This design comes from an exercise in tuning for small area and few clock cycles per item on the open sky130 flow, not from production work.

==> inputs of run a <==
## mac_prime2r
module mac_prime2r #(
  parameter int MAX_TERMS = 1024,
  parameter int CNT_W     = 11
) (
  input  logic         clk,
  input  logic         rst_n,
  input  logic         in_valid,
  output logic         in_ready,
  input  logic         in_last,
  input  logic [23:0]  a,
  input  logic [23:0]  b,
  output logic         out_valid,
  input  logic         out_ready,
  output logic [69:0]  c,
  output logic         err
);
  if ((2 ** CNT_W) <= MAX_TERMS) begin : g_cnt_w_check
    $error("mac_prime2r: CNT_W too narrow for MAX_TERMS");
  end
  logic        acc_keep_s;    
  logic        in_xfer_s;
  logic [69:0] acc_r;         
  logic [69:0] sum_s;
  logic        out_valid_r;
  logic        clr_r;         
  assign in_ready   = ~out_valid_r | out_ready;
  assign in_xfer_s  = in_valid & in_ready;
  assign acc_keep_s = ~((out_valid_r & out_ready) | clr_r);
  assign out_valid  = out_valid_r;
  assign c          = acc_r;
  logic [47:0] nacc;
  assign nacc = ~(acc_r[47:0] & {48{acc_keep_s}});
  logic [2:0] xfer_e;
  ...
export LEC_CHECK = 0
export CAP_MARGIN = 10
export CORE_MARGIN = 2
export CORE_UTILIZATION = 60
export CTS_BUF_LIST = sky130_fd_sc_hd__clkbuf_8 sky130_fd_sc_hd__clkbuf_16
export GPL_TIMING_DRIVEN = 0
export SLEW_MARGIN = 10
export SYNTH_HIERARCHICAL = 1
create_clock -name core_clock -period 8.0 [get_ports {clk}]
standard.sh (not shown) runs the stock make flow with config.mk's settings and CLKGATE_MAP_FILE= SYNTH_SCRIPT=/design/flow/synth_recipe.tcl, a recipe that flattens the netlist after the stock synthesis.
==> flow/flow/run.sh <==
#!/bin/bash
# Own layout flow: the standard flow (standard.sh), with the standard
# synthesis unchanged, then the layout steps with a few extra ORFS settings
# read from flow/knobs.txt (one VAR=value per line):
#  - port buffers are plain buffers instead of the default delay-cell choice,
#  - optional extra repair/recovery settings.
# Each step's full output goes to its own log file in this folder.
set -euo pipefail
here=$(pwd)
knobs=()
if [[ -f flow/knobs.txt ]]; then
  while IFS= read -r line; do
    [[ -z "$line" || "$line" == \#* ]] && continue
    knobs+=("$line")
  done < flow/knobs.txt
fi
bash standard.sh synth > "$here/flow_synth.log" 2>&1
bash standard.sh "${knobs[@]}" finish > "$here/flow_layout.log" 2>&1
test -s out/final.def
==> flow/flow/knobs.txt <==
BUFFER_PORTS_ARGS=-buffer_cell sky130_fd_sc_hd__buf_1
REMOVE_ABC_BUFFERS=1
==> inputs of run b, as changes to run a <==
--- a/flow/design.v
+++ b/flow/design.v
@@ -25,53 +25,50 @@
   logic        clr_r;         
   assign in_ready   = ~out_valid_r | out_ready;
   assign in_xfer_s  = in_valid & in_ready;
   assign acc_keep_s = ~((out_valid_r & out_ready) | clr_r);
   assign out_valid  = out_valid_r;
   assign c          = acc_r;
   logic [47:0] nacc;
   assign nacc = ~(acc_r[47:0] & {48{acc_keep_s}});
-  logic [2:0] xfer_e;
-  for (genvar g = 0; g < 3; g++) begin : g_xfer
-    mac_xfer u_xfer (.in_valid(in_valid), .out_valid(out_valid_r), .out_ready(out_ready),
-                     .xfer(xfer_e[g]));
-  end
   logic [11:0] bo_neg;
-  logic [11:0] bo_none, bo_ntwo, bo_nneg;    
+  logic [11:0] bo_none, bo_ntwo;    
   logic [25:0] b_ext;
   assign b_ext = {1'b0, b, 1'b0};         
   for (genvar k = 0; k < 12; k++) begin : g_booth
     assign bo_neg[k] = b_ext[2*k+2];
     for (genvar e = 0; e < 1; e++) begin : g_enc
-      mac_benc u_enc (.b2(b_ext[2*k+2]), .b1(b_ext[2*k+1]), .b0(b_ext[2*k]), .xfer(xfer_e[k/4]),
-                      .none(bo_none[k*1+e]), .ntwo(bo_ntwo[k*1+e]),
-                      .nneg(bo_nneg[k*1+e]));
+      mac_benc u_enc (.b2(b_ext[2*k+2]), .b1(b_ext[2*k+1]), .b0(b_ext[2*k]),
+                      .none(bo_none[k*1+e]), .ntwo(bo_ntwo[k*1+e]));
     end
   end
   logic [23:0] na [3];
+  logic [2:0] xfer_g;
   for (genvar g = 0; g < 3; g++) begin : g_na
+    mac_xfer u_xfer (.in_valid(in_valid), .out_valid(out_valid_r), .out_ready(out_ready),
+                     .xfer(xfer_g[g]));
     for (genvar i = 0; i < 24; i++) begin : g_bit
-      mac_inv u_inv (.x(a[i]), .y(na[g][i]));
+      mac_nand2 u_nand (.x(a[i]), .y(xfer_g[g]), .z(na[g][i]));
     end
   end
   logic [299:0] nbp;
   for (genvar k = 0; k < 12; k++) begin : g_row
     assign nbp[k*25]    = ~((~na[k/4][0] & ~bo_none[k*1]) ^ bo_neg[k]);
     assign nbp[k*25+24] = ~((~na[k/4][23] & ~bo_ntwo[k*1+0]) ^ bo_neg[k]);
     for (genvar i = 1; i < 24; i++) begin : g_sel
       localparam int E = (i * 1) / 24;
       logic sel;
       mac_o22ai u_sel (.a1(na[k/4][i]), .a2(bo_none[k*1+E]),
                        .b1(na[k/4][i-1]), .b2(bo_ntwo[k*1+E]), .y(sel));
-      mac_xor2 u_neg (.x(sel), .y(bo_nneg[k*1+E]), .s(nbp[k*25+i]));
+      mac_xnor u_neg (.x(sel), .y(bo_neg[k]), .s(nbp[k*25+i]));
     end
   end
   logic [23:0] nbt;
-  assign nbt = ~(~na[2] & {24{b[23] & xfer_e[2]}});
+  assign nbt = ~(~na[2] & {24{b[23]}});
   logic [301:0] fs, fc;
   logic [7:0] hs, hc;
   logic [31:0] ns, nc;
   mac_xnor u_nhs0 (.x(nacc[22]), .y(~bo_neg[11]), .s(ns[0]));
   mac_or u_nhc0 (.x(nacc[22]), .y(~bo_neg[11]), .c(nc[0]));
   mac_xnor u_nhs1 (.x(nacc[23]), .y(nbp[23]), .s(ns[1]));
   mac_or u_nhc1 (.x(nacc[23]), .y(nbp[23]), .c(nc[1]));
   mac_fa u_fa0 (.x(nacc[24]), .y(nbt[0]), .z(nbp[24]), .s(fs[0]), .c(fc[0]));
@@ -718,25 +715,25 @@
   assign cy[42] = cg[77];
   assign cy[43] = cg[78];
   assign cy[44] = cg[79];
   assign cy[45] = cg[80];
   assign cy[46] = cg[81];
   assign cy[47] = cg[82];
   assign cy[48] = cg[46];
   assign sum_s[47:0] = ~(pg ^ cy[47:0]);
-  logic [3:0] inc_hi;
-  for (genvar j = 0; j < 4; j++) begin : g_inc
+  logic [1:0] inc_hi;
+  for (genvar j = 0; j < 2; j++) begin : g_inc
     mac_nmaj u_maj (.x(fc[255]), .y(fc[301]), .z(cy[48]), .m(inc_hi[j]));
   end
-  logic [69:48] nx_hi, nx_hi_dec;
-  assign nx_hi = ~(acc_r[69:48] & {22{acc_keep_s}});
-  assign nx_hi_dec = nx_hi - 1'b1;
+  logic [69:48] x_hi, x_hi_inc;
+  assign x_hi = acc_r[69:48] & {22{acc_keep_s}};
+  assign x_hi_inc = x_hi + 1'b1;
   for (genvar i = 48; i < 70; i++) begin : g_hi
-    mac_nmux2 u_mux (.s(inc_hi[(i - 48) * 4 / 22]), .a(nx_hi_dec[i]), .b(nx_hi[i]), .y(sum_s[i]));
+    mac_mux2 u_mux (.s(inc_hi[(i - 48) * 2 / 22]), .a(x_hi_inc[i]), .b(x_hi[i]), .y(sum_s[i]));
   end
   always_ff @(posedge clk) begin
     acc_r <= sum_s;
   end
   always_ff @(posedge clk or negedge rst_n) begin
     if (!rst_n) begin
       out_valid_r <= 1'b0;
       clr_r       <= 1'b1;
@@ -744,57 +741,42 @@
       out_valid_r <= (in_xfer_s & in_last) | (out_valid_r & ~out_ready);
       clr_r       <= 1'b0;
     end
   end
   localparam int TW = ((2 ** (CNT_W - 1)) >= MAX_TERMS) ? CNT_W - 1 : CNT_W;
   localparam logic [TW-1:0] LAST_CNT = TW'(MAX_TERMS - 1);
   logic [TW-1:0] cnt_r;
   logic          err_r;
-  always_ff @(posedge clk) begin
-    if (clr_r || (in_xfer_s && in_last)) begin
-      cnt_r <= '0;
-    end else if (in_xfer_s) begin
-      cnt_r <= cnt_r + 1'b1;
-    end
-  end
   always_ff @(posedge clk or negedge rst_n) begin
     if (!rst_n) begin
+      cnt_r <= '0;
       err_r <= 1'b0;
-    end else if (in_xfer_s && !in_last && cnt_r == LAST_CNT) begin
-      err_r <= 1'b1;
+    end else if (in_xfer_s) begin
+      if (in_last) begin
+        cnt_r <= '0;
+      end else begin
+        if (cnt_r == LAST_CNT) begin
+          err_r <= 1'b1;
+        end
+        cnt_r <= cnt_r + 1'b1;
+      end
     end
   end
   assign err = err_r;
 endmodule
 module mac_benc (
   input  logic b2,
   input  logic b1,
   input  logic b0,
-  input  logic xfer,
   output logic none,
-  output logic ntwo,
-  output logic nneg
+  output logic ntwo
 );
-  assign none = ~((b1 ^ b0) & xfer);
-  assign ntwo = ~(((b2 & ~b1 & ~b0) | (~b2 & b1 & b0)) & xfer);
-  assign nneg = ~b2;
-endmodule
-module mac_inv (
-  input  logic x,
-  output logic y
-);
-  assign y = ~x;
-endmodule
-module mac_xor2 (
-  input  logic x,
-  input  logic y,
-  output logic s
-);
-  assign s = x ^ y;
+  assign none = ~(b1 ^ b0);
+  assign ntwo = ~((b2 & ~b1 & ~b0) | (~b2 & b1 & b0));
 endmodule
 module mac_xfer (
   input  logic in_valid,
   input  logic out_valid,
   input  logic out_ready,
   output logic xfer
 );
   assign xfer = in_valid & (~out_valid | out_ready);
@@ -866,16 +848,16 @@
 endmodule
 module mac_or (
   input  logic x,
   input  logic y,
   output logic c
 );
   assign c = x | y;
 endmodule
-module mac_nmux2 (
+module mac_mux2 (
   input  logic s,
   input  logic a,
   input  logic b,
   output logic y
 );
-  assign y = ~(s ? a : b);
+  assign y = s ? a : b;
 endmodule
==> flow/flow/knobs.txt (replaced) <==
BUFFER_PORTS_ARGS=-buffer_cell sky130_fd_sc_hd__buf_1
Settings changed: CAP_MARGIN 10 to 0, CORE_UTILIZATION 60 to 55, CTS_BUF_LIST sky130_fd_sc_hd__clkbuf_8 sky130_fd_sc_hd__clkbuf_16 to sky130_fd_sc_hd__clkbuf_8, SLEW_MARGIN 10 to 0.
==> run summary <==
status=no timing/DRC/antenna violations; DIE AREA=around 30000 µm²; gpl congestion=approximately 0.93; reg2reg setup slack=1.02 ns; Worst-path clk slew=0.09 ns; GR Util met2=0.5741; CP max FO=23; Multi-input gate area=around 15000 µm²; GRT Total Usage=0.3512; commonest non-fill, non-tap cell in the layout=fa_1
(the above is from run a)
==> run summary <==
DIE AREA=approximately 32000 µm²; Worst-path clk slew=0.11 ns; gpl congestion=0.9094; commonest non-fill, non-tap cell in the layout=xnor2_1; reg2reg setup slack=around 0.71 ns; status=no timing/DRC/antenna violations; GR Util met2=0.5504; GRT Total Usage=0.3481; Multi-input gate area=about 16000 µm²
(the above is from run b)
No functional check of the RTL was part of any run of this note.

[static timing again, ports no longer ideal]
The results above use ideal ports. As a check the final layouts listed here were re-extracted and re-timed, cells and wires unchanged.
Step 1 sets driving cells, clkbuf_16 on the clock port and buf_2 on the other inputs (assumed; they add their load-dependent delay and slew).
Step 2 also shifts input and output timing later by t, the mid clock arrival at the registers, as if the neighbouring blocks saw the same clock.
Slacks: no drivers / after step 1 / after step 2; pairs: no drivers / after step 1.
run | t (ns) | slack for setup (ns) | worst setup path at the end | latest minus earliest clock arrival (ns) | worst data-port slew with drivers (ns)
run a | 0.428 | 0.187 / 0.214 / -0.215 | input to register | 0.017 / 0.017 | 0.07
run b | 0.474 | 0.209 / 0.235 / -0.239 | input to register | 0.026 / 0.026 | 0.07
Met with ideal ports but missed after step 2: setup timing in run a and run b. For run b, which loses most, drivers alone change the setup slack by +0.026 ns; drivers and shift together by -0.448 ns.
